Context: an optimization exercise on an open-source flow, tuned for small area, a short achievable clock period and few clock cycles per item. The choices shown serve that exercise and are no tape-out recipe. Only simulation tests tie the RTL to the original design; equivalence was not proved. Power and IR drop assume default switching activity.

File: flow/design.v
package emgrms_pkg;
   localparam int SAMPLE_W  = 12;
   localparam int RUN_W     = 16;
   localparam int RUNS_W    = 8;
   localparam int CSR_IDX_W = 8;
   localparam int CSR_DAT_W = 12;
   localparam int REQ_DAT_W = 16;
   localparam int RSP_DAT_W = 32;
   localparam logic [RUN_W-1:0] RUN_MAX = {RUN_W{1'b1}};
   localparam logic [CSR_IDX_W-1:0] REG_BIAS_LEVEL      = 8'd0;
   localparam logic [CSR_IDX_W-1:0] REG_ALERT_THRESHOLD = 8'd1;
   localparam logic [CSR_IDX_W-1:0] REG_RUNS_TO_ALERT   = 8'd2;
   localparam logic [SAMPLE_W-1:0] BIAS_RESET      = 12'd2048;
   localparam logic [SAMPLE_W-1:0] THRESHOLD_RESET = 12'd500;
   localparam logic [RUNS_W-1:0]   RUNS_RESET      = 8'd5;
   localparam int RSP_RUN_LSB   = SAMPLE_W;
   localparam int RSP_ALERT_BIT = SAMPLE_W + RUN_W;
endpackage
module emg_window_rms_alert_top #(
   parameter int WINDOW_LEN = 128
) (
   input  logic                                 clock,
   input  logic                                 reset,
   input  logic                                 req_tvalid,
   output logic                                 req_tready,
   input  logic [emgrms_pkg::REQ_DAT_W-1:0]     req_tdata,
   output logic                                 rsp_tvalid,
   input  logic                                 rsp_tready,
   output logic [emgrms_pkg::RSP_DAT_W-1:0]     rsp_tdata,
   input  logic                                 csr_valid,
   output logic                                 csr_ready,
   input  logic [emgrms_pkg::CSR_IDX_W-1:0]     csr_index,
   input  logic [emgrms_pkg::CSR_DAT_W-1:0]     csr_data
);
   localparam int SW     = emgrms_pkg::SAMPLE_W;           
   localparam int RW     = emgrms_pkg::RUN_W;              
   localparam int SLOT_W = $clog2(WINDOW_LEN);             
   localparam int FILL_W = $clog2(WINDOW_LEN + 1);         
   localparam int SUM_W  = 2 * SW + SLOT_W;                
   localparam int RAD_W  = SUM_W - SLOT_W;                 
   localparam int REM_W  = SW + 2;                         
   localparam int ROWS   = 2;                       
   localparam int NSTG   = 6;                              
   localparam int QD     = NSTG + 4;                       
   localparam int QA_W   = $clog2(QD);
   localparam int CR_W   = $clog2(QD + 1);
   function automatic int stage_end(input int s);
      case (s)
         0: stage_end = 3;
         1: stage_end = 5;
         2: stage_end = 7;
         3: stage_end = 9;
         4: stage_end = 11;
         default: stage_end = 12;
      endcase
   endfunction
   logic [SW-1:0]                 bias_ff;
   logic [SW-1:0]                 thr_ff;
   logic [emgrms_pkg::RUNS_W-1:0] runs_ff;
   always_ff @(posedge clock) begin
      if (reset) begin
         bias_ff <= emgrms_pkg::BIAS_RESET;
         thr_ff  <= emgrms_pkg::THRESHOLD_RESET;
         runs_ff <= emgrms_pkg::RUNS_RESET;
      end else if (csr_valid) begin
         case (csr_index)
            emgrms_pkg::REG_BIAS_LEVEL:      bias_ff <= csr_data;
            emgrms_pkg::REG_ALERT_THRESHOLD: thr_ff  <= csr_data;
            emgrms_pkg::REG_RUNS_TO_ALERT:   runs_ff <= csr_data[emgrms_pkg::RUNS_W-1:0];
            default: ;
         endcase
      end
   end
   assign csr_ready = 1'b1;
   logic              rdy_ff;
   logic              acc;
   logic [SLOT_W-1:0] gap;         
   logic [FILL_W-1:0] fill;        
   logic              full;
   logic [CR_W-1:0]   cred;        
   logic              pop;
   logic              cr_lt_m1, cr_lt;
   logic              in_step;
   assign req_tready = rdy_ff;
   assign acc        = req_tvalid && rdy_ff;
   assign full       = (fill == FILL_W'(WINDOW_LEN));
   assign cr_lt_m1   = (cred < CR_W'(QD - 1));
   assign cr_lt      = (cred < CR_W'(QD));
   assign in_step    = (gap == {SLOT_W{1'b1}}) || (fill == '0);
   always_ff @(posedge clock) begin
      if (reset) begin
         gap    <= '0;
         fill   <= '0;
         cred   <= '0;
         rdy_ff <= 1'b1;
      end else begin
         gap <= acc ? '0 : gap + 1'b1;
         if (acc && !full) fill <= fill + 1'b1;
         if (acc && full && !pop)      cred <= cred + 1'b1;
         else if (!(acc && full) && pop) cred <= cred - 1'b1;
         if (acc) begin
            if (full) rdy_ff <= pop ? cr_lt : cr_lt_m1;
            else      rdy_ff <= pop || cr_lt;
         end else begin
            rdy_ff <= in_step && (pop || cr_lt);
         end
      end
   end
   logic [SW-1:0]            raw;
   logic [SW:0]              dif_a;
   logic [SW-1:0]            dif_b;
   logic [SW-1:0]            rect;
   logic [WINDOW_LEN*SW-1:0] win;
   logic [SW-1:0]            win_last;
   logic                     v1, q1;
   logic [SW-1:0]            o1;
   assign raw      = req_tdata[SW-1:0];
   assign dif_a    = {1'b0, raw} - {1'b0, bias_ff};
   assign dif_b    = bias_ff - raw;
   assign rect     = dif_a[SW] ? dif_b : dif_a[SW-1:0];
   assign win_last = win[WINDOW_LEN*SW-1 -: SW];
   always_ff @(posedge clock) begin
      win <= {win[(WINDOW_LEN-1)*SW-1:0], acc ? rect : win_last};
   end
   always_ff @(posedge clock) begin
      if (reset) v1 <= 1'b0;
      else       v1 <= acc;
      q1 <= full;
      o1 <= (acc && full) ? win_last : '0;
   end
   logic [SW-1:0]    sq_x, sq_y;
   logic [SUM_W-1:0] tree_r [ROWS];
   logic [SUM_W-1:0] r2 [ROWS];
   logic             v2, q2;
   assign sq_x = win[SW-1:0];
   assign sq_y = o1;
   logic dd_1;
   logic dd_2;
   logic dd_3;
   logic dd_4;
   logic dd_5;
   logic dd_6;
   logic dd_7;
   logic dd_8;
   logic dd_9;
   logic dd_10;
   logic dd_11;
   logic dd_12;
   logic dd_13;
   logic dd_14;
   logic dd_15;
   logic dd_16;
   logic dd_17;
   logic dd_18;
   logic dd_19;
   logic dd_20;
   logic dd_21;
   logic dd_22;
   logic dd_23;
   logic dd_24;
   logic dd_25;
   logic dd_26;
   logic dd_27;
   logic dd_28;
   logic dd_29;
   logic dd_30;
   logic dd_31;
   logic dd_32;
   logic dd_33;
   logic dd_34;
   logic dd_35;
   logic dd_36;
   logic dd_37;
   logic dd_38;
   logic dd_39;
   logic dd_40;
   logic dd_41;
   logic dd_42;
   logic dd_43;
   logic dd_44;
   logic dd_45;
   logic dd_46;
   logic dd_47;
   logic dd_48;
   logic dd_49;
   logic dd_50;
   logic dd_51;
   logic dd_52;
   logic dd_53;
   logic dd_54;
   logic dd_55;
   logic dd_56;
   logic dd_57;
   logic dd_58;
   logic dd_59;
   logic dd_60;
   logic dd_61;
   logic dd_62;
   logic dd_63;
   logic dd_64;
   logic dd_65;
   logic dd_66;
   logic dd_67;
   logic dd_68;
   logic dd_69;
   logic dd_70;
   logic dd_71;
   logic dd_72;
   logic dd_73;
   logic dd_74;
   logic dd_75;
   logic dd_76;
   logic dd_77;
   logic dd_78;
   logic dd_79;
   logic dd_80;
   logic dd_81;
   logic dd_82;
   logic dd_83;
   logic dd_84;
   logic dd_85;
   logic dd_86;
   logic dd_87;
   logic dd_88;
   logic dd_89;
   logic dd_90;
   logic dd_91;
   logic dd_92;
   logic dd_93;
   logic dd_94;
   logic dd_95;
   logic dd_96;
   logic dd_97;
   logic dd_98;
   logic dd_99;
   logic dd_100;
   logic dd_101;
   logic dd_102;
   logic dd_103;
   logic dd_104;
   logic dd_105;
   logic dd_106;
   logic dd_107;
   logic dd_108;
   logic dd_109;
   logic dd_110;
   logic dd_111;
   logic dd_112;
   logic dd_113;
   logic dd_114;
   logic dd_115;
   logic dd_116;
   logic dd_117;
   logic dd_118;
   logic dd_119;
   logic dd_120;
   logic dd_121;
   logic dd_122;
   logic dd_123;
   logic dd_124;
   logic dd_125;
   logic dd_126;
   logic dd_127;
   logic dd_128;
   logic dd_129;
   logic dd_130;
   logic dd_131;
   logic dd_132;
   logic dd_133;
   logic dd_134;
   logic dd_135;
   logic dd_136;
   logic dd_137;
   logic dd_138;
   logic dd_139;
   logic dd_140;
   logic dd_141;
   logic dd_142;
   logic dd_143;
   logic dd_144;
   logic dd_145;
   logic dd_146;
   logic dd_147;
   logic dd_148;
   logic dd_149;
   logic dd_150;
   logic dd_151;
   logic dd_152;
   logic dd_153;
   logic dd_154;
   logic dd_155;
   logic dd_156;
   logic dd_157;
   logic dd_158;
   logic dd_159;
   logic dd_160;
   logic dd_161;
   logic dd_162;
   logic dd_163;
   logic dd_164;
   logic dd_165;
   logic dd_166;
   logic dd_167;
   logic dd_168;
   logic dd_169;
   logic dd_170;
   logic dd_171;
   logic dd_172;
   logic dd_173;
   logic dd_174;
   logic dd_175;
   logic dd_176;
   logic dd_177;
   logic dd_178;
   logic dd_179;
   logic dd_180;
   logic dd_181;
   logic dd_182;
   logic dd_183;
   logic dd_184;
   logic dd_185;
   logic dd_186;
   logic dd_187;
   logic dd_188;
   logic dd_189;
   logic dd_190;
   logic dd_191;
   logic dd_192;
   logic dd_193;
   logic dd_194;
   logic dd_195;
   logic dd_196;
   logic dd_197;
   logic dd_198;
   logic dd_199;
   logic dd_200;
   logic dd_201;
   logic dd_202;
   logic dd_203;
   logic dd_204;
   logic dd_205;
   logic dd_206;
   logic dd_207;
   logic dd_208;
   logic dd_209;
   logic dd_210;
   logic dd_211;
   logic dd_212;
   logic dd_213;
   logic dd_214;
   logic dd_215;
   logic dd_216;
   logic dd_217;
   logic dd_218;
   logic dd_219;
   logic dd_220;
   logic dd_221;
   logic dd_222;
   logic dd_223;
   logic dd_224;
   logic dd_225;
   logic dd_226;
   logic dd_227;
   logic dd_228;
   logic dd_229;
   logic dd_230;
   logic dd_231;
   logic dd_232;
   logic dd_233;
   logic dd_234;
   logic dd_235;
   logic dd_236;
   logic dd_237;
   logic dd_238;
   logic dd_239;
   logic dd_240;
   logic dd_241;
   logic dd_242;
   logic dd_243;
   logic dd_244;
   logic dd_245;
   logic dd_246;
   logic dd_247;
   logic dd_248;
   logic dd_249;
   logic dd_250;
   logic dd_251;
   logic dd_252;
   logic dd_253;
   logic dd_254;
   logic dd_255;
   logic dd_256;
   logic dd_257;
   logic dd_258;
   logic dd_259;
   logic dd_260;
   logic dd_261;
   logic dd_262;
   logic dd_263;
   logic dd_264;
   logic dd_265;
   logic dd_266;
   logic dd_267;
   logic dd_268;
   logic dd_269;
   logic dd_270;
   assign dd_1 = (sq_x[4] & sq_x[3]) ^ (sq_x[0] & sq_x[8]) ^ (sq_x[1] & sq_x[7]);
   assign dd_2 = ((sq_x[4] & sq_x[3]) & (sq_x[0] & sq_x[8])) | ((sq_x[4] & sq_x[3]) & (sq_x[1] & sq_x[7])) | ((sq_x[0] & sq_x[8]) & (sq_x[1] & sq_x[7]));
   assign dd_3 = (sq_x[5] & ~sq_x[4]) ^ (sq_x[0] & sq_x[9]) ^ (sq_x[1] & sq_x[8]);
   assign dd_4 = ((sq_x[5] & ~sq_x[4]) & (sq_x[0] & sq_x[9])) | ((sq_x[5] & ~sq_x[4]) & (sq_x[1] & sq_x[8])) | ((sq_x[0] & sq_x[9]) & (sq_x[1] & sq_x[8]));
   assign dd_5 = (sq_x[5] & sq_x[4]) ^ (sq_x[0] & sq_x[10]) ^ (sq_x[1] & sq_x[9]);
   assign dd_6 = ((sq_x[5] & sq_x[4]) & (sq_x[0] & sq_x[10])) | ((sq_x[5] & sq_x[4]) & (sq_x[1] & sq_x[9])) | ((sq_x[0] & sq_x[10]) & (sq_x[1] & sq_x[9]));
   assign dd_7 = (sq_x[2] & sq_x[8]) ^ (sq_x[3] & sq_x[7]) ^ (sq_x[4] & sq_x[6]);
   assign dd_8 = ((sq_x[2] & sq_x[8]) & (sq_x[3] & sq_x[7])) | ((sq_x[2] & sq_x[8]) & (sq_x[4] & sq_x[6])) | ((sq_x[3] & sq_x[7]) & (sq_x[4] & sq_x[6]));
   assign dd_9 = ~(sq_y[5] & sq_y[4]) ^ ~(sq_y[0] & sq_y[10]);
   assign dd_10 = ~(sq_y[5] & sq_y[4]) & ~(sq_y[0] & sq_y[10]);
   assign dd_11 = (sq_x[6] & ~sq_x[5]) ^ (sq_x[0] & sq_x[11]) ^ (sq_x[1] & sq_x[10]);
   assign dd_12 = ((sq_x[6] & ~sq_x[5]) & (sq_x[0] & sq_x[11])) | ((sq_x[6] & ~sq_x[5]) & (sq_x[1] & sq_x[10])) | ((sq_x[0] & sq_x[11]) & (sq_x[1] & sq_x[10]));
   assign dd_13 = (sq_x[2] & sq_x[9]) ^ (sq_x[3] & sq_x[8]) ^ (sq_x[4] & sq_x[7]);
   assign dd_14 = ((sq_x[2] & sq_x[9]) & (sq_x[3] & sq_x[8])) | ((sq_x[2] & sq_x[9]) & (sq_x[4] & sq_x[7])) | ((sq_x[3] & sq_x[8]) & (sq_x[4] & sq_x[7]));
   assign dd_15 = ~(sq_y[6] & ~sq_y[5]) ^ ~(sq_y[0] & sq_y[11]) ^ ~(sq_y[1] & sq_y[10]);
   assign dd_16 = (~(sq_y[6] & ~sq_y[5]) & ~(sq_y[0] & sq_y[11])) | (~(sq_y[6] & ~sq_y[5]) & ~(sq_y[1] & sq_y[10])) | (~(sq_y[0] & sq_y[11]) & ~(sq_y[1] & sq_y[10]));
   assign dd_17 = (sq_x[6] & sq_x[5]) ^ (sq_x[1] & sq_x[11]) ^ (sq_x[2] & sq_x[10]);
   assign dd_18 = ((sq_x[6] & sq_x[5]) & (sq_x[1] & sq_x[11])) | ((sq_x[6] & sq_x[5]) & (sq_x[2] & sq_x[10])) | ((sq_x[1] & sq_x[11]) & (sq_x[2] & sq_x[10]));
   assign dd_19 = (sq_x[3] & sq_x[9]) ^ (sq_x[4] & sq_x[8]) ^ (sq_x[5] & sq_x[7]);
   assign dd_20 = ((sq_x[3] & sq_x[9]) & (sq_x[4] & sq_x[8])) | ((sq_x[3] & sq_x[9]) & (sq_x[5] & sq_x[7])) | ((sq_x[4] & sq_x[8]) & (sq_x[5] & sq_x[7]));
   assign dd_21 = ~(sq_y[6] & sq_y[5]) ^ ~(sq_y[1] & sq_y[11]) ^ ~(sq_y[2] & sq_y[10]);
   assign dd_22 = (~(sq_y[6] & sq_y[5]) & ~(sq_y[1] & sq_y[11])) | (~(sq_y[6] & sq_y[5]) & ~(sq_y[2] & sq_y[10])) | (~(sq_y[1] & sq_y[11]) & ~(sq_y[2] & sq_y[10]));
   assign dd_23 = (sq_x[7] & ~sq_x[6]) ^ (sq_x[2] & sq_x[11]) ^ (sq_x[3] & sq_x[10]);
   assign dd_24 = ((sq_x[7] & ~sq_x[6]) & (sq_x[2] & sq_x[11])) | ((sq_x[7] & ~sq_x[6]) & (sq_x[3] & sq_x[10])) | ((sq_x[2] & sq_x[11]) & (sq_x[3] & sq_x[10]));
   assign dd_25 = (sq_x[4] & sq_x[9]) ^ (sq_x[5] & sq_x[8]) ^ ~(sq_y[7] & ~sq_y[6]);
   assign dd_26 = ((sq_x[4] & sq_x[9]) & (sq_x[5] & sq_x[8])) | ((sq_x[4] & sq_x[9]) & ~(sq_y[7] & ~sq_y[6])) | ((sq_x[5] & sq_x[8]) & ~(sq_y[7] & ~sq_y[6]));
   assign dd_27 = ~(sq_y[2] & sq_y[11]) ^ ~(sq_y[3] & sq_y[10]);
   assign dd_28 = ~(sq_y[2] & sq_y[11]) & ~(sq_y[3] & sq_y[10]);
   assign dd_29 = (sq_x[7] & sq_x[6]) ^ (sq_x[3] & sq_x[11]) ^ (sq_x[4] & sq_x[10]);
   assign dd_30 = ((sq_x[7] & sq_x[6]) & (sq_x[3] & sq_x[11])) | ((sq_x[7] & sq_x[6]) & (sq_x[4] & sq_x[10])) | ((sq_x[3] & sq_x[11]) & (sq_x[4] & sq_x[10]));
   assign dd_31 = (sq_x[5] & sq_x[9]) ^ (sq_x[6] & sq_x[8]) ^ ~(sq_y[7] & sq_y[6]);
   assign dd_32 = ((sq_x[5] & sq_x[9]) & (sq_x[6] & sq_x[8])) | ((sq_x[5] & sq_x[9]) & ~(sq_y[7] & sq_y[6])) | ((sq_x[6] & sq_x[8]) & ~(sq_y[7] & sq_y[6]));
   assign dd_33 = ~(sq_y[3] & sq_y[11]) ^ ~(sq_y[4] & sq_y[10]);
   assign dd_34 = ~(sq_y[3] & sq_y[11]) & ~(sq_y[4] & sq_y[10]);
   assign dd_35 = (sq_x[8] & ~sq_x[7]) ^ (sq_x[4] & sq_x[11]) ^ (sq_x[5] & sq_x[10]);
   assign dd_36 = ((sq_x[8] & ~sq_x[7]) & (sq_x[4] & sq_x[11])) | ((sq_x[8] & ~sq_x[7]) & (sq_x[5] & sq_x[10])) | ((sq_x[4] & sq_x[11]) & (sq_x[5] & sq_x[10]));
   assign dd_37 = (sq_x[8] & sq_x[7]) ^ (sq_x[5] & sq_x[11]);
   assign dd_38 = (sq_x[8] & sq_x[7]) & (sq_x[5] & sq_x[11]);
   assign dd_39 = (sq_x[2] & sq_x[1]) ^ (sq_x[0] & sq_x[4]);
   assign dd_40 = (sq_x[2] & sq_x[1]) & (sq_x[0] & sq_x[4]);
   assign dd_41 = (sq_x[3] & ~sq_x[2]) ^ (sq_x[0] & sq_x[5]);
   assign dd_42 = (sq_x[3] & ~sq_x[2]) & (sq_x[0] & sq_x[5]);
   assign dd_43 = (sq_x[3] & sq_x[2]) ^ (sq_x[0] & sq_x[6]) ^ (sq_x[1] & sq_x[5]);
   assign dd_44 = ((sq_x[3] & sq_x[2]) & (sq_x[0] & sq_x[6])) | ((sq_x[3] & sq_x[2]) & (sq_x[1] & sq_x[5])) | ((sq_x[0] & sq_x[6]) & (sq_x[1] & sq_x[5]));
   assign dd_45 = (sq_x[2] & sq_x[4]) ^ ~(sq_y[3] & sq_y[2]) ^ ~(sq_y[0] & sq_y[6]);
   assign dd_46 = ((sq_x[2] & sq_x[4]) & ~(sq_y[3] & sq_y[2])) | ((sq_x[2] & sq_x[4]) & ~(sq_y[0] & sq_y[6])) | (~(sq_y[3] & sq_y[2]) & ~(sq_y[0] & sq_y[6]));
   assign dd_47 = (sq_x[4] & ~sq_x[3]) ^ (sq_x[0] & sq_x[7]) ^ (sq_x[1] & sq_x[6]);
   assign dd_48 = ((sq_x[4] & ~sq_x[3]) & (sq_x[0] & sq_x[7])) | ((sq_x[4] & ~sq_x[3]) & (sq_x[1] & sq_x[6])) | ((sq_x[0] & sq_x[7]) & (sq_x[1] & sq_x[6]));
   assign dd_49 = (sq_x[2] & sq_x[5]) ^ ~(sq_y[4] & ~sq_y[3]) ^ ~(sq_y[0] & sq_y[7]);
   assign dd_50 = ((sq_x[2] & sq_x[5]) & ~(sq_y[4] & ~sq_y[3])) | ((sq_x[2] & sq_x[5]) & ~(sq_y[0] & sq_y[7])) | (~(sq_y[4] & ~sq_y[3]) & ~(sq_y[0] & sq_y[7]));
   assign dd_51 = (sq_x[2] & sq_x[6]) ^ (sq_x[3] & sq_x[5]) ^ ~(sq_y[4] & sq_y[3]);
   assign dd_52 = ((sq_x[2] & sq_x[6]) & (sq_x[3] & sq_x[5])) | ((sq_x[2] & sq_x[6]) & ~(sq_y[4] & sq_y[3])) | ((sq_x[3] & sq_x[5]) & ~(sq_y[4] & sq_y[3]));
   assign dd_53 = ~(sq_y[0] & sq_y[8]) ^ ~(sq_y[1] & sq_y[7]) ^ ~(sq_y[2] & sq_y[6]);
   assign dd_54 = (~(sq_y[0] & sq_y[8]) & ~(sq_y[1] & sq_y[7])) | (~(sq_y[0] & sq_y[8]) & ~(sq_y[2] & sq_y[6])) | (~(sq_y[1] & sq_y[7]) & ~(sq_y[2] & sq_y[6]));
   assign dd_55 = ~(sq_y[3] & sq_y[5]) ^ 1'b1;
   assign dd_56 = ~(sq_y[3] & sq_y[5]) & 1'b1;
   assign dd_57 = (sq_x[2] & sq_x[7]) ^ (sq_x[3] & sq_x[6]) ^ ~(sq_y[5] & ~sq_y[4]);
   assign dd_58 = ((sq_x[2] & sq_x[7]) & (sq_x[3] & sq_x[6])) | ((sq_x[2] & sq_x[7]) & ~(sq_y[5] & ~sq_y[4])) | ((sq_x[3] & sq_x[6]) & ~(sq_y[5] & ~sq_y[4]));
   assign dd_59 = ~(sq_y[0] & sq_y[9]) ^ ~(sq_y[1] & sq_y[8]) ^ ~(sq_y[2] & sq_y[7]);
   assign dd_60 = (~(sq_y[0] & sq_y[9]) & ~(sq_y[1] & sq_y[8])) | (~(sq_y[0] & sq_y[9]) & ~(sq_y[2] & sq_y[7])) | (~(sq_y[1] & sq_y[8]) & ~(sq_y[2] & sq_y[7]));
   assign dd_61 = ~(sq_y[3] & sq_y[6]) ^ dd_3 ^ dd_2;
   assign dd_62 = (~(sq_y[3] & sq_y[6]) & dd_3) | (~(sq_y[3] & sq_y[6]) & dd_2) | (dd_3 & dd_2);
   assign dd_63 = ~(sq_y[1] & sq_y[9]) ^ ~(sq_y[2] & sq_y[8]) ^ ~(sq_y[3] & sq_y[7]);
   assign dd_64 = (~(sq_y[1] & sq_y[9]) & ~(sq_y[2] & sq_y[8])) | (~(sq_y[1] & sq_y[9]) & ~(sq_y[3] & sq_y[7])) | (~(sq_y[2] & sq_y[8]) & ~(sq_y[3] & sq_y[7]));
   assign dd_65 = ~(sq_y[4] & sq_y[6]) ^ 1'b1 ^ dd_5;
   assign dd_66 = (~(sq_y[4] & sq_y[6]) & 1'b1) | (~(sq_y[4] & sq_y[6]) & dd_5) | (1'b1 & dd_5);
   assign dd_67 = dd_7 ^ dd_9 ^ dd_4;
   assign dd_68 = (dd_7 & dd_9) | (dd_7 & dd_4) | (dd_9 & dd_4);
   assign dd_69 = ~(sq_y[2] & sq_y[9]) ^ ~(sq_y[3] & sq_y[8]) ^ ~(sq_y[4] & sq_y[7]);
   assign dd_70 = (~(sq_y[2] & sq_y[9]) & ~(sq_y[3] & sq_y[8])) | (~(sq_y[2] & sq_y[9]) & ~(sq_y[4] & sq_y[7])) | (~(sq_y[3] & sq_y[8]) & ~(sq_y[4] & sq_y[7]));
   assign dd_71 = dd_11 ^ dd_13 ^ dd_15;
   assign dd_72 = (dd_11 & dd_13) | (dd_11 & dd_15) | (dd_13 & dd_15);
   assign dd_73 = dd_6 ^ dd_8 ^ dd_10;
   assign dd_74 = (dd_6 & dd_8) | (dd_6 & dd_10) | (dd_8 & dd_10);
   assign dd_75 = ~(sq_y[3] & sq_y[9]) ^ ~(sq_y[4] & sq_y[8]) ^ ~(sq_y[5] & sq_y[7]);
   assign dd_76 = (~(sq_y[3] & sq_y[9]) & ~(sq_y[4] & sq_y[8])) | (~(sq_y[3] & sq_y[9]) & ~(sq_y[5] & sq_y[7])) | (~(sq_y[4] & sq_y[8]) & ~(sq_y[5] & sq_y[7]));
   assign dd_77 = dd_17 ^ dd_19 ^ dd_21;
   assign dd_78 = (dd_17 & dd_19) | (dd_17 & dd_21) | (dd_19 & dd_21);
   assign dd_79 = dd_12 ^ dd_14 ^ dd_16;
   assign dd_80 = (dd_12 & dd_14) | (dd_12 & dd_16) | (dd_14 & dd_16);
   assign dd_81 = ~(sq_y[4] & sq_y[9]) ^ ~(sq_y[5] & sq_y[8]) ^ 1'b1;
   assign dd_82 = (~(sq_y[4] & sq_y[9]) & ~(sq_y[5] & sq_y[8])) | (~(sq_y[4] & sq_y[9]) & 1'b1) | (~(sq_y[5] & sq_y[8]) & 1'b1);
   assign dd_83 = dd_23 ^ dd_25 ^ dd_27;
   assign dd_84 = (dd_23 & dd_25) | (dd_23 & dd_27) | (dd_25 & dd_27);
   assign dd_85 = dd_18 ^ dd_20 ^ dd_22;
   assign dd_86 = (dd_18 & dd_20) | (dd_18 & dd_22) | (dd_20 & dd_22);
   assign dd_87 = ~(sq_y[5] & sq_y[9]) ^ ~(sq_y[6] & sq_y[8]) ^ 1'b1;
   assign dd_88 = (~(sq_y[5] & sq_y[9]) & ~(sq_y[6] & sq_y[8])) | (~(sq_y[5] & sq_y[9]) & 1'b1) | (~(sq_y[6] & sq_y[8]) & 1'b1);
   assign dd_89 = dd_29 ^ dd_31 ^ dd_33;
   assign dd_90 = (dd_29 & dd_31) | (dd_29 & dd_33) | (dd_31 & dd_33);
   assign dd_91 = dd_24 ^ dd_26 ^ dd_28;
   assign dd_92 = (dd_24 & dd_26) | (dd_24 & dd_28) | (dd_26 & dd_28);
   assign dd_93 = (sq_x[6] & sq_x[9]) ^ ~(sq_y[8] & ~sq_y[7]) ^ ~(sq_y[4] & sq_y[11]);
   assign dd_94 = ((sq_x[6] & sq_x[9]) & ~(sq_y[8] & ~sq_y[7])) | ((sq_x[6] & sq_x[9]) & ~(sq_y[4] & sq_y[11])) | (~(sq_y[8] & ~sq_y[7]) & ~(sq_y[4] & sq_y[11]));
   assign dd_95 = ~(sq_y[5] & sq_y[10]) ^ ~(sq_y[6] & sq_y[9]) ^ dd_35;
   assign dd_96 = (~(sq_y[5] & sq_y[10]) & ~(sq_y[6] & sq_y[9])) | (~(sq_y[5] & sq_y[10]) & dd_35) | (~(sq_y[6] & sq_y[9]) & dd_35);
   assign dd_97 = dd_30 ^ dd_32 ^ dd_34;
   assign dd_98 = (dd_30 & dd_32) | (dd_30 & dd_34) | (dd_32 & dd_34);
   assign dd_99 = (sq_x[6] & sq_x[10]) ^ (sq_x[7] & sq_x[9]) ^ ~(sq_y[8] & sq_y[7]);
   assign dd_100 = ((sq_x[6] & sq_x[10]) & (sq_x[7] & sq_x[9])) | ((sq_x[6] & sq_x[10]) & ~(sq_y[8] & sq_y[7])) | ((sq_x[7] & sq_x[9]) & ~(sq_y[8] & sq_y[7]));
   assign dd_101 = ~(sq_y[5] & sq_y[11]) ^ ~(sq_y[6] & sq_y[10]) ^ ~(sq_y[7] & sq_y[9]);
   assign dd_102 = (~(sq_y[5] & sq_y[11]) & ~(sq_y[6] & sq_y[10])) | (~(sq_y[5] & sq_y[11]) & ~(sq_y[7] & sq_y[9])) | (~(sq_y[6] & sq_y[10]) & ~(sq_y[7] & sq_y[9]));
   assign dd_103 = 1'b1 ^ dd_37 ^ dd_36;
   assign dd_104 = (1'b1 & dd_37) | (1'b1 & dd_36) | (dd_37 & dd_36);
   assign dd_105 = (sq_x[9] & ~sq_x[8]) ^ (sq_x[6] & sq_x[11]) ^ (sq_x[7] & sq_x[10]);
   assign dd_106 = ((sq_x[9] & ~sq_x[8]) & (sq_x[6] & sq_x[11])) | ((sq_x[9] & ~sq_x[8]) & (sq_x[7] & sq_x[10])) | ((sq_x[6] & sq_x[11]) & (sq_x[7] & sq_x[10]));
   assign dd_107 = ~(sq_y[9] & ~sq_y[8]) ^ ~(sq_y[6] & sq_y[11]) ^ ~(sq_y[7] & sq_y[10]);
   assign dd_108 = (~(sq_y[9] & ~sq_y[8]) & ~(sq_y[6] & sq_y[11])) | (~(sq_y[9] & ~sq_y[8]) & ~(sq_y[7] & sq_y[10])) | (~(sq_y[6] & sq_y[11]) & ~(sq_y[7] & sq_y[10]));
   assign dd_109 = (sq_x[9] & sq_x[8]) ^ (sq_x[7] & sq_x[11]) ^ (sq_x[8] & sq_x[10]);
   assign dd_110 = ((sq_x[9] & sq_x[8]) & (sq_x[7] & sq_x[11])) | ((sq_x[9] & sq_x[8]) & (sq_x[8] & sq_x[10])) | ((sq_x[7] & sq_x[11]) & (sq_x[8] & sq_x[10]));
   assign dd_111 = ~(sq_y[9] & sq_y[8]) ^ ~(sq_y[7] & sq_y[11]);
   assign dd_112 = ~(sq_y[9] & sq_y[8]) & ~(sq_y[7] & sq_y[11]);
   assign dd_113 = (sq_x[1] & sq_x[0]) ^ (sq_x[0] & sq_x[2]);
   assign dd_114 = (sq_x[1] & sq_x[0]) & (sq_x[0] & sq_x[2]);
   assign dd_115 = (sq_x[2] & ~sq_x[1]) ^ (sq_x[0] & sq_x[3]);
   assign dd_116 = (sq_x[2] & ~sq_x[1]) & (sq_x[0] & sq_x[3]);
   assign dd_117 = (sq_x[1] & sq_x[3]) ^ ~(sq_y[2] & sq_y[1]) ^ ~(sq_y[0] & sq_y[4]);
   assign dd_118 = ((sq_x[1] & sq_x[3]) & ~(sq_y[2] & sq_y[1])) | ((sq_x[1] & sq_x[3]) & ~(sq_y[0] & sq_y[4])) | (~(sq_y[2] & sq_y[1]) & ~(sq_y[0] & sq_y[4]));
   assign dd_119 = ~(sq_y[1] & sq_y[3]) ^ 1'b1;
   assign dd_120 = ~(sq_y[1] & sq_y[3]) & 1'b1;
   assign dd_121 = (sq_x[1] & sq_x[4]) ^ ~(sq_y[3] & ~sq_y[2]) ^ ~(sq_y[0] & sq_y[5]);
   assign dd_122 = ((sq_x[1] & sq_x[4]) & ~(sq_y[3] & ~sq_y[2])) | ((sq_x[1] & sq_x[4]) & ~(sq_y[0] & sq_y[5])) | (~(sq_y[3] & ~sq_y[2]) & ~(sq_y[0] & sq_y[5]));
   assign dd_123 = ~(sq_y[1] & sq_y[4]) ^ dd_41 ^ dd_40;
   assign dd_124 = (~(sq_y[1] & sq_y[4]) & dd_41) | (~(sq_y[1] & sq_y[4]) & dd_40) | (dd_41 & dd_40);
   assign dd_125 = ~(sq_y[1] & sq_y[5]) ^ ~(sq_y[2] & sq_y[4]) ^ 1'b1;
   assign dd_126 = (~(sq_y[1] & sq_y[5]) & ~(sq_y[2] & sq_y[4])) | (~(sq_y[1] & sq_y[5]) & 1'b1) | (~(sq_y[2] & sq_y[4]) & 1'b1);
   assign dd_127 = dd_43 ^ dd_45 ^ dd_42;
   assign dd_128 = (dd_43 & dd_45) | (dd_43 & dd_42) | (dd_45 & dd_42);
   assign dd_129 = ~(sq_y[1] & sq_y[6]) ^ ~(sq_y[2] & sq_y[5]) ^ dd_47;
   assign dd_130 = (~(sq_y[1] & sq_y[6]) & ~(sq_y[2] & sq_y[5])) | (~(sq_y[1] & sq_y[6]) & dd_47) | (~(sq_y[2] & sq_y[5]) & dd_47);
   assign dd_131 = dd_49 ^ dd_44 ^ dd_46;
   assign dd_132 = (dd_49 & dd_44) | (dd_49 & dd_46) | (dd_44 & dd_46);
   assign dd_133 = dd_1 ^ dd_51 ^ dd_53;
   assign dd_134 = (dd_1 & dd_51) | (dd_1 & dd_53) | (dd_51 & dd_53);
   assign dd_135 = dd_55 ^ dd_48 ^ dd_50;
   assign dd_136 = (dd_55 & dd_48) | (dd_55 & dd_50) | (dd_48 & dd_50);
   assign dd_137 = dd_57 ^ dd_59 ^ dd_61;
   assign dd_138 = (dd_57 & dd_59) | (dd_57 & dd_61) | (dd_59 & dd_61);
   assign dd_139 = dd_52 ^ dd_54 ^ dd_56;
   assign dd_140 = (dd_52 & dd_54) | (dd_52 & dd_56) | (dd_54 & dd_56);
   assign dd_141 = dd_63 ^ dd_65 ^ dd_67;
   assign dd_142 = (dd_63 & dd_65) | (dd_63 & dd_67) | (dd_65 & dd_67);
   assign dd_143 = dd_58 ^ dd_60 ^ dd_62;
   assign dd_144 = (dd_58 & dd_60) | (dd_58 & dd_62) | (dd_60 & dd_62);
   assign dd_145 = dd_69 ^ dd_71 ^ dd_73;
   assign dd_146 = (dd_69 & dd_71) | (dd_69 & dd_73) | (dd_71 & dd_73);
   assign dd_147 = dd_64 ^ dd_66 ^ dd_68;
   assign dd_148 = (dd_64 & dd_66) | (dd_64 & dd_68) | (dd_66 & dd_68);
   assign dd_149 = dd_75 ^ dd_77 ^ dd_79;
   assign dd_150 = (dd_75 & dd_77) | (dd_75 & dd_79) | (dd_77 & dd_79);
   assign dd_151 = dd_70 ^ dd_72 ^ dd_74;
   assign dd_152 = (dd_70 & dd_72) | (dd_70 & dd_74) | (dd_72 & dd_74);
   assign dd_153 = dd_81 ^ dd_83 ^ dd_85;
   assign dd_154 = (dd_81 & dd_83) | (dd_81 & dd_85) | (dd_83 & dd_85);
   assign dd_155 = dd_76 ^ dd_78 ^ dd_80;
   assign dd_156 = (dd_76 & dd_78) | (dd_76 & dd_80) | (dd_78 & dd_80);
   assign dd_157 = dd_87 ^ dd_89 ^ dd_91;
   assign dd_158 = (dd_87 & dd_89) | (dd_87 & dd_91) | (dd_89 & dd_91);
   assign dd_159 = dd_82 ^ dd_84 ^ dd_86;
   assign dd_160 = (dd_82 & dd_84) | (dd_82 & dd_86) | (dd_84 & dd_86);
   assign dd_161 = dd_93 ^ dd_95 ^ dd_97;
   assign dd_162 = (dd_93 & dd_95) | (dd_93 & dd_97) | (dd_95 & dd_97);
   assign dd_163 = dd_88 ^ dd_90 ^ dd_92;
   assign dd_164 = (dd_88 & dd_90) | (dd_88 & dd_92) | (dd_90 & dd_92);
   assign dd_165 = dd_99 ^ dd_101 ^ dd_103;
   assign dd_166 = (dd_99 & dd_101) | (dd_99 & dd_103) | (dd_101 & dd_103);
   assign dd_167 = dd_94 ^ dd_96 ^ dd_98;
   assign dd_168 = (dd_94 & dd_96) | (dd_94 & dd_98) | (dd_96 & dd_98);
   assign dd_169 = dd_38 ^ dd_105 ^ dd_107;
   assign dd_170 = (dd_38 & dd_105) | (dd_38 & dd_107) | (dd_105 & dd_107);
   assign dd_171 = dd_100 ^ dd_102 ^ dd_104;
   assign dd_172 = (dd_100 & dd_102) | (dd_100 & dd_104) | (dd_102 & dd_104);
   assign dd_173 = ~(sq_y[8] & sq_y[10]) ^ 1'b1 ^ dd_109;
   assign dd_174 = (~(sq_y[8] & sq_y[10]) & 1'b1) | (~(sq_y[8] & sq_y[10]) & dd_109) | (1'b1 & dd_109);
   assign dd_175 = dd_111 ^ dd_106 ^ dd_108;
   assign dd_176 = (dd_111 & dd_106) | (dd_111 & dd_108) | (dd_106 & dd_108);
   assign dd_177 = (sq_x[10] & ~sq_x[9]) ^ (sq_x[8] & sq_x[11]) ^ ~(sq_y[10] & ~sq_y[9]);
   assign dd_178 = ((sq_x[10] & ~sq_x[9]) & (sq_x[8] & sq_x[11])) | ((sq_x[10] & ~sq_x[9]) & ~(sq_y[10] & ~sq_y[9])) | ((sq_x[8] & sq_x[11]) & ~(sq_y[10] & ~sq_y[9]));
   assign dd_179 = ~(sq_y[8] & sq_y[11]) ^ dd_110 ^ dd_112;
   assign dd_180 = (~(sq_y[8] & sq_y[11]) & dd_110) | (~(sq_y[8] & sq_y[11]) & dd_112) | (dd_110 & dd_112);
   assign dd_181 = (sq_x[10] & sq_x[9]) ^ (sq_x[9] & sq_x[11]) ^ ~(sq_y[10] & sq_y[9]);
   assign dd_182 = ((sq_x[10] & sq_x[9]) & (sq_x[9] & sq_x[11])) | ((sq_x[10] & sq_x[9]) & ~(sq_y[10] & sq_y[9])) | ((sq_x[9] & sq_x[11]) & ~(sq_y[10] & sq_y[9]));
   assign dd_183 = ~(sq_y[9] & sq_y[11]) ^ 1'b1;
   assign dd_184 = ~(sq_y[9] & sq_y[11]) & 1'b1;
   assign dd_185 = ~(sq_y[1] & sq_y[0]) ^ ~(sq_y[0] & sq_y[2]);
   assign dd_186 = ~(sq_y[1] & sq_y[0]) & ~(sq_y[0] & sq_y[2]);
   assign dd_187 = ~(sq_y[2] & ~sq_y[1]) ^ ~(sq_y[0] & sq_y[3]) ^ dd_115;
   assign dd_188 = (~(sq_y[2] & ~sq_y[1]) & ~(sq_y[0] & sq_y[3])) | (~(sq_y[2] & ~sq_y[1]) & dd_115) | (~(sq_y[0] & sq_y[3]) & dd_115);
   assign dd_189 = dd_39 ^ dd_117 ^ dd_119;
   assign dd_190 = (dd_39 & dd_117) | (dd_39 & dd_119) | (dd_117 & dd_119);
   assign dd_191 = dd_121 ^ dd_123 ^ dd_118;
   assign dd_192 = (dd_121 & dd_123) | (dd_121 & dd_118) | (dd_123 & dd_118);
   assign dd_193 = dd_125 ^ dd_127 ^ dd_122;
   assign dd_194 = (dd_125 & dd_127) | (dd_125 & dd_122) | (dd_127 & dd_122);
   assign dd_195 = dd_129 ^ dd_131 ^ dd_126;
   assign dd_196 = (dd_129 & dd_131) | (dd_129 & dd_126) | (dd_131 & dd_126);
   assign dd_197 = dd_133 ^ dd_135 ^ dd_130;
   assign dd_198 = (dd_133 & dd_135) | (dd_133 & dd_130) | (dd_135 & dd_130);
   assign dd_199 = dd_137 ^ dd_139 ^ dd_134;
   assign dd_200 = (dd_137 & dd_139) | (dd_137 & dd_134) | (dd_139 & dd_134);
   assign dd_201 = dd_141 ^ dd_143 ^ dd_138;
   assign dd_202 = (dd_141 & dd_143) | (dd_141 & dd_138) | (dd_143 & dd_138);
   assign dd_203 = dd_145 ^ dd_147 ^ dd_142;
   assign dd_204 = (dd_145 & dd_147) | (dd_145 & dd_142) | (dd_147 & dd_142);
   assign dd_205 = dd_149 ^ dd_151 ^ dd_146;
   assign dd_206 = (dd_149 & dd_151) | (dd_149 & dd_146) | (dd_151 & dd_146);
   assign dd_207 = dd_153 ^ dd_155 ^ dd_150;
   assign dd_208 = (dd_153 & dd_155) | (dd_153 & dd_150) | (dd_155 & dd_150);
   assign dd_209 = dd_157 ^ dd_159 ^ dd_154;
   assign dd_210 = (dd_157 & dd_159) | (dd_157 & dd_154) | (dd_159 & dd_154);
   assign dd_211 = dd_161 ^ dd_163 ^ dd_158;
   assign dd_212 = (dd_161 & dd_163) | (dd_161 & dd_158) | (dd_163 & dd_158);
   assign dd_213 = dd_165 ^ dd_167 ^ dd_162;
   assign dd_214 = (dd_165 & dd_167) | (dd_165 & dd_162) | (dd_167 & dd_162);
   assign dd_215 = dd_169 ^ dd_171 ^ dd_166;
   assign dd_216 = (dd_169 & dd_171) | (dd_169 & dd_166) | (dd_171 & dd_166);
   assign dd_217 = dd_173 ^ dd_175 ^ dd_170;
   assign dd_218 = (dd_173 & dd_175) | (dd_173 & dd_170) | (dd_175 & dd_170);
   assign dd_219 = dd_177 ^ dd_179 ^ dd_174;
   assign dd_220 = (dd_177 & dd_179) | (dd_177 & dd_174) | (dd_179 & dd_174);
   assign dd_221 = dd_181 ^ dd_183 ^ dd_178;
   assign dd_222 = (dd_181 & dd_183) | (dd_181 & dd_178) | (dd_183 & dd_178);
   assign dd_223 = (sq_x[11] & ~sq_x[10]) ^ ~(sq_y[11] & ~sq_y[10]) ^ dd_182;
   assign dd_224 = ((sq_x[11] & ~sq_x[10]) & ~(sq_y[11] & ~sq_y[10])) | ((sq_x[11] & ~sq_x[10]) & dd_182) | (~(sq_y[11] & ~sq_y[10]) & dd_182);
   assign dd_225 = (sq_x[11] & sq_x[10]) ^ ~(sq_y[11] & sq_y[10]);
   assign dd_226 = (sq_x[11] & sq_x[10]) & ~(sq_y[11] & sq_y[10]);
   assign dd_227 = sq_x[0] ^ ~sq_y[0];
   assign dd_228 = sq_x[0] & ~sq_y[0];
   assign dd_229 = 1'b1 ^ dd_113;
   assign dd_230 = 1'b1 & dd_113;
   assign dd_231 = dd_114 ^ dd_187 ^ dd_186;
   assign dd_232 = (dd_114 & dd_187) | (dd_114 & dd_186) | (dd_187 & dd_186);
   assign dd_233 = dd_116 ^ dd_189 ^ dd_188;
   assign dd_234 = (dd_116 & dd_189) | (dd_116 & dd_188) | (dd_189 & dd_188);
   assign dd_235 = dd_120 ^ dd_191 ^ dd_190;
   assign dd_236 = (dd_120 & dd_191) | (dd_120 & dd_190) | (dd_191 & dd_190);
   assign dd_237 = dd_124 ^ dd_193 ^ dd_192;
   assign dd_238 = (dd_124 & dd_193) | (dd_124 & dd_192) | (dd_193 & dd_192);
   assign dd_239 = dd_128 ^ dd_195 ^ dd_194;
   assign dd_240 = (dd_128 & dd_195) | (dd_128 & dd_194) | (dd_195 & dd_194);
   assign dd_241 = dd_132 ^ dd_197 ^ dd_196;
   assign dd_242 = (dd_132 & dd_197) | (dd_132 & dd_196) | (dd_197 & dd_196);
   assign dd_243 = dd_136 ^ dd_199 ^ dd_198;
   assign dd_244 = (dd_136 & dd_199) | (dd_136 & dd_198) | (dd_199 & dd_198);
   assign dd_245 = dd_140 ^ dd_201 ^ dd_200;
   assign dd_246 = (dd_140 & dd_201) | (dd_140 & dd_200) | (dd_201 & dd_200);
   assign dd_247 = dd_144 ^ dd_203 ^ dd_202;
   assign dd_248 = (dd_144 & dd_203) | (dd_144 & dd_202) | (dd_203 & dd_202);
   assign dd_249 = dd_148 ^ dd_205 ^ dd_204;
   assign dd_250 = (dd_148 & dd_205) | (dd_148 & dd_204) | (dd_205 & dd_204);
   assign dd_251 = dd_152 ^ dd_207 ^ dd_206;
   assign dd_252 = (dd_152 & dd_207) | (dd_152 & dd_206) | (dd_207 & dd_206);
   assign dd_253 = dd_156 ^ dd_209 ^ dd_208;
   assign dd_254 = (dd_156 & dd_209) | (dd_156 & dd_208) | (dd_209 & dd_208);
   assign dd_255 = dd_160 ^ dd_211 ^ dd_210;
   assign dd_256 = (dd_160 & dd_211) | (dd_160 & dd_210) | (dd_211 & dd_210);
   assign dd_257 = dd_164 ^ dd_213 ^ dd_212;
   assign dd_258 = (dd_164 & dd_213) | (dd_164 & dd_212) | (dd_213 & dd_212);
   assign dd_259 = dd_168 ^ dd_215 ^ dd_214;
   assign dd_260 = (dd_168 & dd_215) | (dd_168 & dd_214) | (dd_215 & dd_214);
   assign dd_261 = dd_172 ^ dd_217 ^ dd_216;
   assign dd_262 = (dd_172 & dd_217) | (dd_172 & dd_216) | (dd_217 & dd_216);
   assign dd_263 = dd_176 ^ dd_219 ^ dd_218;
   assign dd_264 = (dd_176 & dd_219) | (dd_176 & dd_218) | (dd_219 & dd_218);
   assign dd_265 = dd_180 ^ dd_221 ^ dd_220;
   assign dd_266 = (dd_180 & dd_221) | (dd_180 & dd_220) | (dd_221 & dd_220);
   assign dd_267 = dd_184 ^ dd_223 ^ dd_222;
   assign dd_268 = (dd_184 & dd_223) | (dd_184 & dd_222) | (dd_223 & dd_222);
   assign dd_269 = 1'b1 ^ dd_225 ^ dd_224;
   assign dd_270 = (1'b1 & dd_225) | (1'b1 & dd_224) | (dd_225 & dd_224);
   assign tree_r[0] = {1'b1, 1'b1, 1'b1, 1'b1, 1'b1, 1'b1, dd_226, dd_269, dd_267, dd_265, dd_263, dd_261, dd_259, dd_257, dd_255, dd_253, dd_251, dd_249, dd_247, dd_245, dd_243, dd_241, dd_239, dd_237, dd_235, dd_233, dd_231, dd_185, (sq_x[1] & ~sq_x[0]), 1'b1, 1'b1};
   assign tree_r[1] = {1'b0, 1'b0, 1'b0, 1'b0, 1'b0, 1'b0, dd_270, dd_268, dd_266, dd_264, dd_262, dd_260, dd_258, dd_256, dd_254, dd_252, dd_250, dd_248, dd_246, dd_244, dd_242, dd_240, dd_238, dd_236, dd_234, dd_232, dd_230, dd_229, ~(sq_y[1] & ~sq_y[0]), dd_228, dd_227};
   always_ff @(posedge clock) begin
      if (reset) v2 <= 1'b0;
      else       v2 <= v1;
      q2 <= q1;
      for (int r = 0; r < ROWS; r++) r2[r] <= tree_r[r];
   end
   logic [SUM_W-1:0] sum;
   logic [SUM_W-1:0] sum_add;
   logic             v3;
   always_comb begin
      sum_add = sum;
      for (int r = 0; r < ROWS; r++) sum_add = sum_add + r2[r];
   end
   always_ff @(posedge clock) begin
      if (reset) begin
         sum <= '0;
         v3  <= 1'b0;
      end else begin
         if (v2) sum <= sum_add;
         v3 <= v2 && q2;
      end
   end
   for (genvar s = 0; s < NSTG; s++) begin : g_root
      localparam int T0 = (s == 0) ? 0 : stage_end(s - 1);
      localparam int T1 = stage_end(s);
      logic [RAD_W-1:0] rad_i, rad_c, rad_r;
      logic [REM_W-1:0] rem_i, rem_c, rem_r;
      logic [SW-1:0]    q_i, q_c, q_r;
      logic             v_i, v_r;
      if (s == 0) begin : g_in
         assign rad_i = sum[SUM_W-1:SLOT_W];
         assign rem_i = '0;
         assign q_i   = '0;
         assign v_i   = v3;
      end else begin : g_in
         assign rad_i = g_root[s-1].rad_r;
         assign rem_i = g_root[s-1].rem_r;
         assign q_i   = g_root[s-1].q_r;
         assign v_i   = g_root[s-1].v_r;
      end
      always_comb begin
         logic [REM_W-1:0] rem_sh;
         logic [REM_W:0]   diff;
         rad_c = rad_i;
         rem_c = rem_i;
         q_c   = q_i;
         for (int t = T0; t < T1; t++) begin
            rem_sh = {rem_c[REM_W-3:0], rad_c[RAD_W-1:RAD_W-2]};
            rad_c  = rad_c << 2;
            diff   = {1'b0, rem_sh} - {1'b0, q_c, 2'b01};
            if (!diff[REM_W]) begin
               rem_c = diff[REM_W-1:0];
               q_c   = {q_c[SW-2:0], 1'b1};
            end else begin
               rem_c = rem_sh;
               q_c   = {q_c[SW-2:0], 1'b0};
            end
            rem_c = rem_c & REM_W'((1 << (t + 2)) - 1);
            q_c   = q_c & SW'((1 << (t + 1)) - 1);
         end
      end
      if (s < NSTG - 1) begin : g_reg
         always_ff @(posedge clock) begin
            if (reset) v_r <= 1'b0;
            else       v_r <= v_i;
            rad_r <= rad_c;
            rem_r <= rem_c;
            q_r   <= q_c;
         end
      end
   end
   logic [SW-1:0] qmem [QD];
   logic [QA_W:0] wp, rp;          
   logic [QA_W:0] rp_inc;
   logic          q_empty;
   logic          lv;
   logic [SW-1:0] lq;
   assign lv      = g_root[NSTG-1].v_i;
   assign lq      = g_root[NSTG-1].q_c;
   assign q_empty = (wp == rp);
   function automatic logic [QA_W:0] ptr_inc(input logic [QA_W:0] p);
      if (p[QA_W-1:0] == QA_W'(QD - 1)) ptr_inc = {~p[QA_W], {QA_W{1'b0}}};
      else                              ptr_inc = p + 1'b1;
   endfunction
   assign rp_inc = ptr_inc(rp);
   always_ff @(posedge clock) begin
      if (lv) qmem[wp[QA_W-1:0]] <= lq;
   end
   logic          ov;
   logic [SW-1:0] od_lvl;
   logic [RW-1:0] od_run;
   logic          od_alert;
   logic [SW-1:0] lvl_in;
   logic          over_in;
   logic [RW-1:0] run_inc, run_nx;
   logic          alert_nx;
   logic          run_reach;
   assign pop       = !q_empty && (!ov || rsp_tready);
   assign lvl_in    = qmem[rp[QA_W-1:0]];
   assign over_in   = (lvl_in >= thr_ff);
   assign run_inc   = (od_run == emgrms_pkg::RUN_MAX) ? od_run : od_run + 1'b1;
   assign run_reach = (run_inc >= RW'(runs_ff));
   assign run_nx    = over_in ? run_inc : '0;
   assign alert_nx  = od_alert | (over_in && run_reach);
   always_ff @(posedge clock) begin
      if (reset) begin
         wp       <= '0;
         rp       <= '0;
         ov       <= 1'b0;
         od_run   <= '0;
         od_alert <= 1'b0;
      end else begin
         if (lv) wp <= ptr_inc(wp);
         if (pop) begin
            rp       <= rp_inc;
            ov       <= 1'b1;
            od_run   <= run_nx;
            od_alert <= alert_nx;
         end else if (rsp_tready) begin
            ov <= 1'b0;
         end
      end
      if (pop) od_lvl <= lvl_in;
   end
   assign rsp_tvalid = ov;
   assign rsp_tdata  = {3'b000, od_alert, od_run, od_lvl};
endmodule
File: flow/flow/run.sh
#!/bin/bash
# The standard layout (standard.sh: standard synthesis, floorplan, place,
# CTS, route, finish) with timing repair aimed well below the clock period:
# repair_timing works on every path with less than SETUP_SLACK_MARGIN ns of
# slack, so a margin of 6.6 ns at the 10 ns clock aims at a 3.4 ns path.
# The constraints (constraint.sdc) are not touched. The whole make output is
# kept in standard.log; ORFS keeps each step's log under orfs/logs/.
set -euo pipefail
echo "export SETUP_SLACK_MARGIN = 6.6" >> config.mk
bash standard.sh > standard.log 2>&1
File: flow/standard.sh
#!/bin/bash
# synth_recipe.tcl (not shown) runs the flow's synth.tcl, then flattens the netlist and writes it again
# the make line also repeats each setting of config.mk as NAME=value (left out here)
make -C /OpenROAD-flow-scripts/flow DESIGN_CONFIG=/design/flow/config.mk WORK_HOME=/design/flow/orfs CLKGATE_MAP_FILE= SYNTH_SCRIPT=/design/flow/synth_recipe.tcl "${@:-finish}"
File: flow/config.mk
export PLATFORM = sky130hd
export DESIGN_NAME = emg_window_rms_alert_top
export DESIGN_NICKNAME = emg_window_rms_alert_top
export VERILOG_FILES = /design/flow/design.v
export SDC_FILE = /design/flow/constraint.sdc
export NUM_CORES = 4
export LEC_CHECK = 0
export CAP_MARGIN = 20
export CORE_MARGIN = 2
export CORE_UTILIZATION = 40
export CTS_BUF_LIST = sky130_fd_sc_hd__clkbuf_16
export CTS_CLUSTER_DIAMETER = 60
export CTS_CLUSTER_SIZE = 30
export SLEW_MARGIN = 20
export SETUP_SLACK_MARGIN = 6.6
File: flow/constraint.sdc
create_clock -name core_clock -period 10.0 [get_ports {clock}]
set_input_delay 2.0000 -clock core_clock [delete_from_list [all_inputs] [get_ports {clock}]]
set_output_delay 2.0000 -clock core_clock [all_outputs]
set_load 0.01 [all_outputs]
==> flow_metrics.env <==
export IMPL_initial_utilization_pct=40.3
export IMPL_fp_dieH_um=379
export IMPL_hp_class="register to register"
export IMPL_drv_cap=0
export IMPL_p_leak_uw=0.0265
export IMPL_wl_met1_um=46100
export IMPL_min_delay_start="win[1506]"
export IMPL_routedWlPerCell_um=14.8
export IMPL_crit_required_ns=10.60
export IMPL_dr_wl_met2_um=38200
export IMPL_p_sw_share_pct=30.6
export IMPL_initialDrtViolationCount=1491
export IMPL_core_area_sq_um=139000
export IMPL_clockBufferDepth=3
export IMPL_switching_power_uw=6310
export IMPL_io_buffers=67
export IMPL_fin_setup_tns_ns=0
export IMPL_rsz0062_at_grt="true"
export IMPL_fin_crit_sh_pct=36.2
export IMPL_first_pass_iters=5
export IMPL_rows=137
export IMPL_cp_data_arrival_time_ns=4.23
export IMPL_die_w_um=379
export IMPL_max_clock_freq_mhz=276
export IMPL_cts_max_level=3
export IMPL_wl_met3_um=4530
export IMPL_drc=0
export IMPL_holdPathEnd="win[1518]"
export IMPL_reg2reg_setup_slack_ns=6.41
export IMPL_ys_seq_area_share_pct=72.9
export IMPL_p_int_uw=14300
export IMPL_synthFlopType="dfxtp_1"
export IMPL_numCtsBuffers=110
export IMPL_peakVddDrop_v=0.000201
export IMPL_synth_edf_count=132
export IMPL_cp_start_kind="input port"
export IMPL_worstPathMaxFanout=5
export IMPL_min_path_cells=0
export IMPL_nFillCells=12011
export IMPL_status="complete, no violations"
export IMPL_synth_most_common_cell="dfxtp_1"
export IMPL_grt_pass1_vias=27302
export IMPL_grt_overflow=0
export IMPL_ctsRootBufferMaster="clkbuf_16"
export IMPL_diodes=0
export IMPL_r2r_end="g_root[4].rem_r[8]"
export IMPL_netlist_instances=3993
export IMPL_timing_rr_start="g_root[3].q_r[0]"
export IMPL_p_seq_share_pct=43.6
export IMPL_tightest_slew_ns=0.908
export IMPL_synth_top_area_share_pct=65.8
export IMPL_clkPwrFrac_pct=24.7
export IMPL_syn2layout_area_growth_pct=18.0
export IMPL_syn_avg_cell_area_sq_um=14.1
export IMPL_hold_viol=0
export IMPL_utilization_pct=47.5
export IMPL_drive_gt1_share_pct=18.3
export IMPL_synth_area_leader_cell="dfxtp_1"
export IMPL_drv_slew=0
export IMPL_path_clk_slew_ns=0.10
export IMPL_grt_total_usage_pct=13.0
export IMPL_min_period_ns=3.62
export IMPL_grt_start_max_net_pins=59
export IMPL_clkLatencyLatePin_ns=0.77
export IMPL_skew_ns=0.0679
export IMPL_worstSetupEndpointType="register"
export IMPL_powerDensity_nw_per_um2=311
export IMPL_ys_async_sr_fraction_pct=0
export IMPL_gp_congestion=0.840
export IMPL_cts_sinks=1978
export IMPL_totalWireLength_um=92500
export IMPL_cts_tree="built"
export IMPL_synth_area_top_cells="dfxtp_1, edfxtp_1, fa_1"
export IMPL_r2r_cells=18
export IMPL_vias=27438
export IMPL_nets=4644
export IMPL_slew_headroom_pct=39.2
export IMPL_hpwl_um=58100
export IMPL_antenna_found_initial=2
export IMPL_top_layer_used="met5"
export IMPL_setup_viol=0
export IMPL_drtAntennaViolNets=0
export IMPL_p_comb_share_pct=31.8
export IMPL_die_area_sq_um=143000
export IMPL_synth_cells_most_frequent="dfxtp_1, inv_1, ha_1"
export IMPL_synth_warning_count=3
export IMPL_grt_pass1_wl_um=147000
export IMPL_viasPerCell=4.40
export IMPL_ys_ff_latch=1978
export IMPL_path_class="input port to register"
export IMPL_io_pins=76
export IMPL_ys_types=103
export IMPL_syn_area_sq_um=56100
logic make-up after synthesis:
kind of cell	after synthesis	synth area share [%]
flops	1978	72.9
simple gates	682	6.32
compound gates	428	5.15
buf+inv	380	2.70
fa+ha+maj	316	8.90
xor+xnor	111	1.74
mux	96	2.29
other cells	2	0.0134
cells in the final DEF (no fill, tap or decap), types with 18 or more instances in the layout:
cell type | netlist | routed
a21oi_1 | 126 | 89
nand2b_1 | 31 | 28
buf_4 | 6 | 171
o21a_1 | 26 | 23
a211oi_1 | 30 | 21
nor2_1 | 152 | 137
o21ai_1 | 9 | 18
dfxtp_2 | 0 | 19
nor2b_1 | 54 | 48
nand3_1 | 43 | 35
buf_6 | 6 | 18
mux2i_1 | 54 | 51
a21o_1 | 31 | 31
inv_2 | 2 | 21
clkdlybuf4s50_1 | 0 | 21
dfxtp_4 | 0 | 37
dfxtp_1 | 1846 | 1790
ha_4 | 0 | 39
buf_2 | 9 | 21
clkbuf_16 | 0 | 114
nand2_1 | 152 | 145
nor3_1 | 31 | 26
fa_1 | 139 | 133
inv_1 | 287 | 264
edfxtp_1 | 132 | 132
a21oi_2 | 4 | 30
mux4_2 | 24 | 24
and2_1 | 113 | 107
ha_1 | 177 | 130
o21ai_0 | 78 | 57
xnor2_1 | 58 | 55
xor2_1 | 52 | 52
layout make-up:
type / count / area (sq um) / share of cell area (%)
clock buffers: 112 / 2800 / 4.23
clock inverters: 73 / 1140 / 1.72
inverters: 290 / 1130 / 1.71
flip-flops and latches: 1978 / 41100 / 62.0
well taps: 1876 / 2350 / 3.54
multi-input cells: 1639 / 15300 / 23.2
repair buffers: 268 / 2410 / 3.63
what timing repair did:
item | in CTS | in global routing
hold endpoints to repair | 0 | 0
gates resized for setup | 398 | 178
pin swaps | 80 | 129
setup buffers | 131 | 44
setup endpoints to repair | 129 | 102
hold buffers | 0 | 0
gates cloned | 7 | 1
per-layer routing:
metal,global-route usage (%),vias to the layer above
li1,-,13602
met1,18.5,13161
met2,18.9,467
met3,2.64,204
met4,5.71,4
met5,0,-
how the worst max path moves through the flow:
stage / slack (ns) / to / startpoint
floorplan: 5.81 / win[8] / req_tdata[0]
global placement: 4.76 / win[11] / req_tdata[0]
detailed placement: 4.74 / win[9] / req_tdata[0]
CTS: 6.44 / g_root[3].rem_r[4] / g_root[2].q_r[0]
global route: 6.28 / g_root[4].rem_r[8] / g_root[3].q_r[0]
finish: 6.38 / win[8] / req_tdata[0]
critical path, cell delays in order:
cell and delay [ns]:
buf_12 0.09, inv_12 0.03, ha_4 0.15, fa_2 0.37
nor2b_4 0.17, o21ai_4 0.08, a21oi_4 0.18, or3_4 0.22
o2111ai_4 0.14, a21bo_1 0.22, a31o_1 0.21, a21o_1 0.16
a31o_1 0.20
flip-flops by register name (all words and copies together) (netlist names), 7 cells and up, named ones only:
| name | count |
|---|---|
| thr_ff | 12 |
| win | 1536 |
| gap | 7 |
| g_root.rem_r | 40 |
| sum | 31 |
| g_root.q_r | 35 |
| fill | 8 |
| o1 | 12 |
| g_root.rad_r | 50 |
| od_lvl | 12 |
| runs_ff | 8 |
| od_run | 16 |
| qmem | 120 |
| r2 | 48 |
| bias_ff | 12 |
power groups by stage:
| stage | clock [uW] | sequential, uW | combinational, uW |
|---|---|---|---|
| global placement | 0 | 9150 | 4710 |
| global route | 5560 | 9060 | 7190 |
| finish | 5080 | 8980 | 6550 |
| floorplan | 0 | 9020 | 3930 |
| CTS | 5280 | 8980 | 5970 |
| detailed placement | 0 | 9170 | 4800 |
through the flow:
stage	setup slack, ns	cell area (sq um)	cells	hold WS [ns]	total power, uW
global placement	4.76	59200	5868	0.310	13900
detailed placement	4.74	59200	5868	0.312	14000
CTS	6.44	65200	6191	0.294	20200
global route	6.28	66200	6236	0.295	21800
floorplan	5.81	56500	3995	0.310	13000
finish	6.38	66200	6236	0.296	20600
Testbench counts, summed over its fixed seeds: cycles 5,200, items 4,096.

re-timing with driven ports:
How much do the figures lean on ideal ports? The routed layout below was timed once more, with nothing changed but the port constraints.
Step 1: set_driving_cell puts a clkbuf_16 on clock and a buf_2 on each other input, an assumption about the parent block.
Step 2 times the ports against the registers' clock, not the clock port: input delays grow and output delays shrink by t, the midpoint of the rising clock arrivals with the driver on.
a / b / c = ideal ports / drivers / drivers and shift; a / b = the first two.
t, ns: 0.803
slack for setup (ns): 6.375 / 6.388 / 5.585
hold WS [ns]: 0.296 / 0.296 / 0.296
clock arrival spread, ns: 0.077 / 0.076
After both steps this run still meets setup and hold. For this run, drivers alone change the setup slack by +0.013 ns; drivers and shift together by -0.790 ns.
